What follows belongs to an exercise in optimizing a design on an open flow for small area, a short achievable clock period and few clock cycles per item; a production flow would make more cautious choices.
RTL that was checked went through simulation tests only; none was proved equivalent to the original.
Power figures rest on the tool's default switching activity, not on a simulated workload.

## pheapTop
module pheapTop
(
    input  logic        clk,
    input  logic        rstN,
    input  logic        cyc,
    input  logic        stb,
    input  logic        we,
    input  logic [2:0]  adr,
    input  logic [31:0] datW,
    output logic        ack,
    output logic [31:0] datR
);
For scale: ~6000 cells after synthesis, ~0.052 mm^2 of cells after synthesis.
clock: 8.0 ns
lec_check: 0
cap_margin: 20
core_margin: 2
core_utilization: 38
cts_buf_list: sky130_fd_sc_hd__clkbuf_16
cts_cluster_diameter: 80
cts_cluster_size: 24
place_density: 0.55
setup_slack_margin: 4.3
slew_margin: 20
synth_hierarchical: 1
tns_end_percent: 0
standard.sh (not shown) runs the stock make flow with config.mk's settings and CLKGATE_MAP_FILE= SYNTH_SCRIPT=/design/flow/synth_recipe.tcl, a recipe that flattens the netlist after the stock synthesis.
==> flow/flow/run.sh <==
#!/bin/bash
# The standard layout, with two changes:
# - before the pins are placed, the bus control, address and read data pins
#   are kept together on one edge (flow/pins.tcl);
# - right after global placement the port buffers that buffer_ports inserted
#   (delay cells) become plain buffers (flow/fixports.tcl),
# so that the paths from the inputs to the outputs can be timed down.
set -euo pipefail
W=$(pwd)
bash standard.sh PRE_IO_PLACEMENT_TCL="$W/flow/pins.tcl" POST_GLOBAL_PLACE_TCL="$W/flow/fixports.tcl" finish > "$W/standard.log" 2>&1
==> flow/flow/fixports.tcl <==
# The port buffers that buffer_ports inserted are delay cells; make them plain buffers.
set n 0
set block [ord::get_db_block]
foreach bterm [$block getBTerms] {
  if {[$bterm getName] == "clk"} { continue }
  set net [$bterm getNet]
  if {$net == "NULL"} { continue }
  foreach iterm [$net getITerms] {
    set inst [$iterm getInst]
    set master [[$inst getMaster] getName]
    if {[string match "sky130_fd_sc_hd__clkdlybuf*" $master] || [string match "sky130_fd_sc_hd__dlygate*" $master]} {
      replace_cell [get_cells [$inst getName]] sky130_fd_sc_hd__buf_4
      incr n
    }
  }
}
puts "fixports: replaced $n port buffers"
==> flow/flow/pins.tcl <==
# Keep the bus control, address and read data pins together on one edge,
# so the address decode and the read data gates sit next to all of them.
set names {cyc stb we ack}
for {set i 0} {$i < 3} {incr i} { lappend names "adr\[$i\]" }
for {set i 0} {$i < 32} {incr i} { lappend names "datR\[$i\]" }
set die [[ord::get_db_block] getDieArea]
set ymid [expr {([$die yMin] + [$die yMax]) / 2000.0}]
set lo [expr {int($ymid - 40)}]
set hi [expr {int($ymid + 40)}]
set_io_pin_constraint -pin_names $names -region right:$lo-$hi
puts "pins: [llength $names] read pins on the right edge, $lo-$hi um"
The starting point ran to the end with no violations.
Testbench counts at the start, summed over its fixed seeds: cycles 12,000, items 12,000.
==> next run, changes <==
- CTS_CLUSTER_DIAMETER: 80 -> 70
Result: The new run finished with timing, DRC and antenna clean; power rises by 8.8%; die area does not change; via count rises by 1.1%; wire length rises by 1.0%; worst hold slack is worse by 0.0032 ns; cell area rises by 1.7%; synthesized area is unchanged.

---

The RTL this note starts from:
==> flow/design.v <==
package pheapPkg;
    typedef struct packed {
        logic [16-1:0] key;     
        logic [16-1:0] value;
    } kvT;
    typedef enum logic [1:0] {
        IDLE,
        ENQ,
        DEQ,
        REPLACE
    } heapOpT;
    typedef struct packed {
        kvT                       kv;
        logic                     active;     
        logic [5-1:0] capacity;   
    } entryT;
    typedef struct packed {
        entryT left;
        entryT right;
    } entryPairT;
    typedef struct packed {
        logic                     valid;
        heapOpT                   op;
        kvT                       kv;
        logic [5-1:0] pos;    
    } levelCmdT;
    localparam int STAT_CNTW = 27;
    typedef struct packed {
        logic [STAT_CNTW-1:0] count;
        logic                 underflow;
        logic                 overflow;
        logic                 busy;
        logic                 full;
        logic                 empty;      
    } pqStatusT;
endpackage
module keyCmp
(
    input  logic [16-1:0] a,
    input  logic [16-1:0] b,
    output logic                   gt      
);
    always_comb begin : cmpTree
        logic [16-1:0] g;
        logic [16-1:0] t;
        g = a & ~b;
        t = a | ~b;
        for (int w = 1; w < 16; w = w * 2) begin
            for (int j = 0; j + w < 16; j += 2 * w) begin
                g[j] = g[j + w] | (t[j + w] & g[j]);
                t[j] = t[j + w] & t[j];
            end
        end
        gt = g[0];
    end
endmodule
`timescale 1ns/100ps
module pheapTop
(
    input  logic        clk,
    input  logic        rstN,
    input  logic        cyc,
    input  logic        stb,
    input  logic        we,
    input  logic [2:0]  adr,
    input  logic [31:0] datW,
    output logic        ack,
    output logic [31:0] datR
);
    localparam int N  = (1 << 5) - 1;    
    localparam int KW = 16;
    localparam int W  = 16 + 16;
    localparam int CW = 5;
    logic [N-1:0][W-1:0] ent;         
    logic [N-1:0]        vld;         
    logic                pPush;       
    logic                pPop;
    logic                pRep;
    logic [W-1:0]        pKv;
    logic [CW-1:0]       count;       
    logic [W-1:0]        head;        
    logic                overflow;
    logic                underflow;
    logic acc;
    logic empty;
    logic full;
    logic isPush;
    logic isPop;
    logic isRep;
    logic statusRd;
    logic nPush;
    logic nPop;
    logic nRep;
    assign acc      = cyc && stb;
    assign ack      = acc;
    assign empty    = (count == '0);
    assign full     = (count == CW'(N));
    assign isPush   = acc && we && (adr == 3'd0);
    assign isPop    = acc && we && (adr == 3'd1);
    assign isRep    = acc && we && (adr == 3'd2);
    assign statusRd = acc && !we && (adr == 3'd4);
    assign nPush    = (isPush && !full) || (isRep && empty);    
    assign nPop     = isPop && !empty;
    assign nRep     = isRep && !empty;
    always_ff @(posedge clk) begin
        pKv <= datW;
        if (!rstN) begin
            pPush     <= 1'b0;
            pPop      <= 1'b0;
            pRep      <= 1'b0;
            count     <= '0;
            overflow  <= 1'b0;
            underflow <= 1'b0;
        end else begin
            pPush     <= nPush;
            pPop      <= nPop;
            pRep      <= nRep;
            if (nPush) begin
                count <= count + 1'b1;
            end else if (nPop) begin
                count <= count - 1'b1;
            end
            overflow  <= (overflow && !statusRd) || (isPush && full);
            underflow <= (underflow && !statusRd) || (isPop && empty);
        end
    end
    logic [N:0]          gt;          
    logic [N-1:0][W-1:0] nxt;
    logic [N-1:0]        takeL;
    logic [N-1:0]        takeR;
    logic [N-1:0]        takeN;
    for (genvar i = 0; i < N; i++) begin : genCmp
        logic g;
        keyCmp uCmp (.a(ent[i][W-1 -: KW]), .b(pKv[W-1 -: KW]), .gt(g));
        assign gt[i] = !vld[i] || g;
    end
    assign gt[N] = 1'b1;
    for (genvar i = 0; i < N; i++) begin : genSlot
        logic [W-1:0] fromL;
        logic [W-1:0] fromR;
        logic         gtL;
        logic         gtHere;
        if (i == 0) begin : genFirst
            assign fromL  = pKv;
            assign gtL    = 1'b0;
            assign gtHere = 1'b0;               
        end else begin : genNext
            assign fromL  = ent[i-1];
            assign gtL    = gt[i-1];
            assign gtHere = gt[i];
        end
        if (i == N - 1) begin : genLast
            assign fromR = ent[i];
        end else begin : genPrev
            assign fromR = ent[i+1];
        end
        assign takeL[i] = pPush && gt[i] && gtL;
        assign takeN[i] = (pPush && gt[i] && !gtL) || (pRep && gt[i+1] && !gtHere);
        assign takeR[i] = pPop || (pRep && !gt[i+1]);
        assign nxt[i] = ({W{takeN[i]}} & pKv) |
                        ({W{takeL[i]}} & fromL) |
                        ({W{takeR[i]}} & fromR) |
                        ({W{!(takeN[i] || takeL[i] || takeR[i])}} & ent[i]);
    end
    always_ff @(posedge clk) begin
        ent <= nxt;
        if (!rstN) begin
            vld <= '0;
        end else if (pPush) begin
            vld <= {vld[N-2:0], 1'b1};
        end else if (pPop) begin
            vld <= {1'b0, vld[N-1:1]};
        end
    end
    logic gtHead;
    logic gtE0;
    logic gtE1;
    logic gtE2;
    logic gtP;
    logic gtSecond;
    keyCmp uCmpHead (.a(head[W-1 -: KW]),   .b(datW[W-1 -: KW]), .gt(gtHead));
    keyCmp uCmpE0   (.a(ent[0][W-1 -: KW]), .b(datW[W-1 -: KW]), .gt(gtE0));
    keyCmp uCmpE1   (.a(ent[1][W-1 -: KW]), .b(datW[W-1 -: KW]), .gt(gtE1));
    keyCmp uCmpE2   (.a(ent[2][W-1 -: KW]), .b(datW[W-1 -: KW]), .gt(gtE2));
    keyCmp uCmpP    (.a(pKv[W-1 -: KW]),    .b(datW[W-1 -: KW]), .gt(gtP));
    assign gtSecond = (count == CW'(1)) ||
                      (takeN[1] && gtP) || (takeL[1] && gtE0) || (takeR[1] && gtE2) ||
                      (!(takeN[1] || takeL[1] || takeR[1]) && gtE1);
    always_ff @(posedge clk) begin
        if (nPush) begin
            if (empty || gtHead) begin
                head <= datW;
            end
        end else if (nPop) begin
            head <= nxt[1];
        end else if (nRep) begin
            head <= gtSecond ? datW : nxt[1];
        end
    end
    pheapPkg::pqStatusT status;
    always_comb begin
        status           = '0;
        status.count     = pheapPkg::STAT_CNTW'(count);
        status.underflow = underflow;
        status.overflow  = overflow;
        status.full      = full;
        status.empty     = empty;
    end
    always_comb begin
        case (adr)
            3'd3:   datR = head;
            3'd4: datR = status;
            default:         datR = '0;
        endcase
    end
endmodule
export LEC_CHECK = 0
export CAP_MARGIN = 20
export CORE_MARGIN = 2
export CORE_UTILIZATION = 50
export PLACE_DENSITY = 0.65
export SETUP_SLACK_MARGIN = 4.3
export SLEW_MARGIN = 20
export SYNTH_HIERARCHICAL = 1
export TNS_END_PERCENT = 0
create_clock -name core_clock -period 8.0 [get_ports {clk}]
run.sh (not shown) runs the stock make flow with config.mk's settings and CLKGATE_MAP_FILE= SYNTH_SCRIPT=/design/flow/synth_recipe.tcl, a recipe that flattens the netlist after the stock synthesis.
Stock flow here: none of the scripts above is used.
The starting point finished with timing, DRC and antenna clean.
Rerun with:
SETUP_SLACK_MARGIN = 3.8   (was 4.3)
The new run passed the timing, DRC and antenna checks.
Global-route usage rises by 0.24 points.
Worst setup slack degrades by 0.49 ns.
Register-to-register slack degrades by 0.52 ns.
Core utilization drops by 0.32 points.
Critical path depth goes down by 1.
Sequential share of layout area climbs by 0.19 points.
Area after synthesis is unchanged.
Total power is about the same.
Routed wire length fell by 0.63%.
Synthesized cell count stays the same.
Cell count came out lower by 0.33%.
No functional check of the RTL was part of any run of this note.

afterwards: timing with drivers on the ports:
How much do the figures lean on ideal ports? The routed layouts below were timed once more, with nothing changed but the port constraints.
Step 1: set_driving_cell puts a clkbuf_16 on clk and a buf_2 on each other input, an assumption about the parent block.
Step 2, shift: input delay + t, output delay - t, t = (earliest + latest rising clock arrival at the registers) / 2. This alone moves slack from input paths to output paths.
a / b / c = ideal / step 1 / step 2; a / b = the first two.
run | t (ns) | setup slack, ns | cell pins on the clock port's net
the first run of note 1 | 0.799 | 4.038 / 3.975 / 3.284 | 1
the second run of note 1 | 0.798 | 4.039 / 3.975 / 3.429 | 1
the first run of note 2 | 0.801 | 4.046 / 3.980 / 3.366 | 1
the second run of note 2 | 0.797 | 3.557 / 3.524 / 2.941 | 1
After both steps setup and hold are still met in every run listed. For the first run of note 1, which loses most, drivers alone change the setup slack by -0.063 ns; drivers and shift together by -0.754 ns.
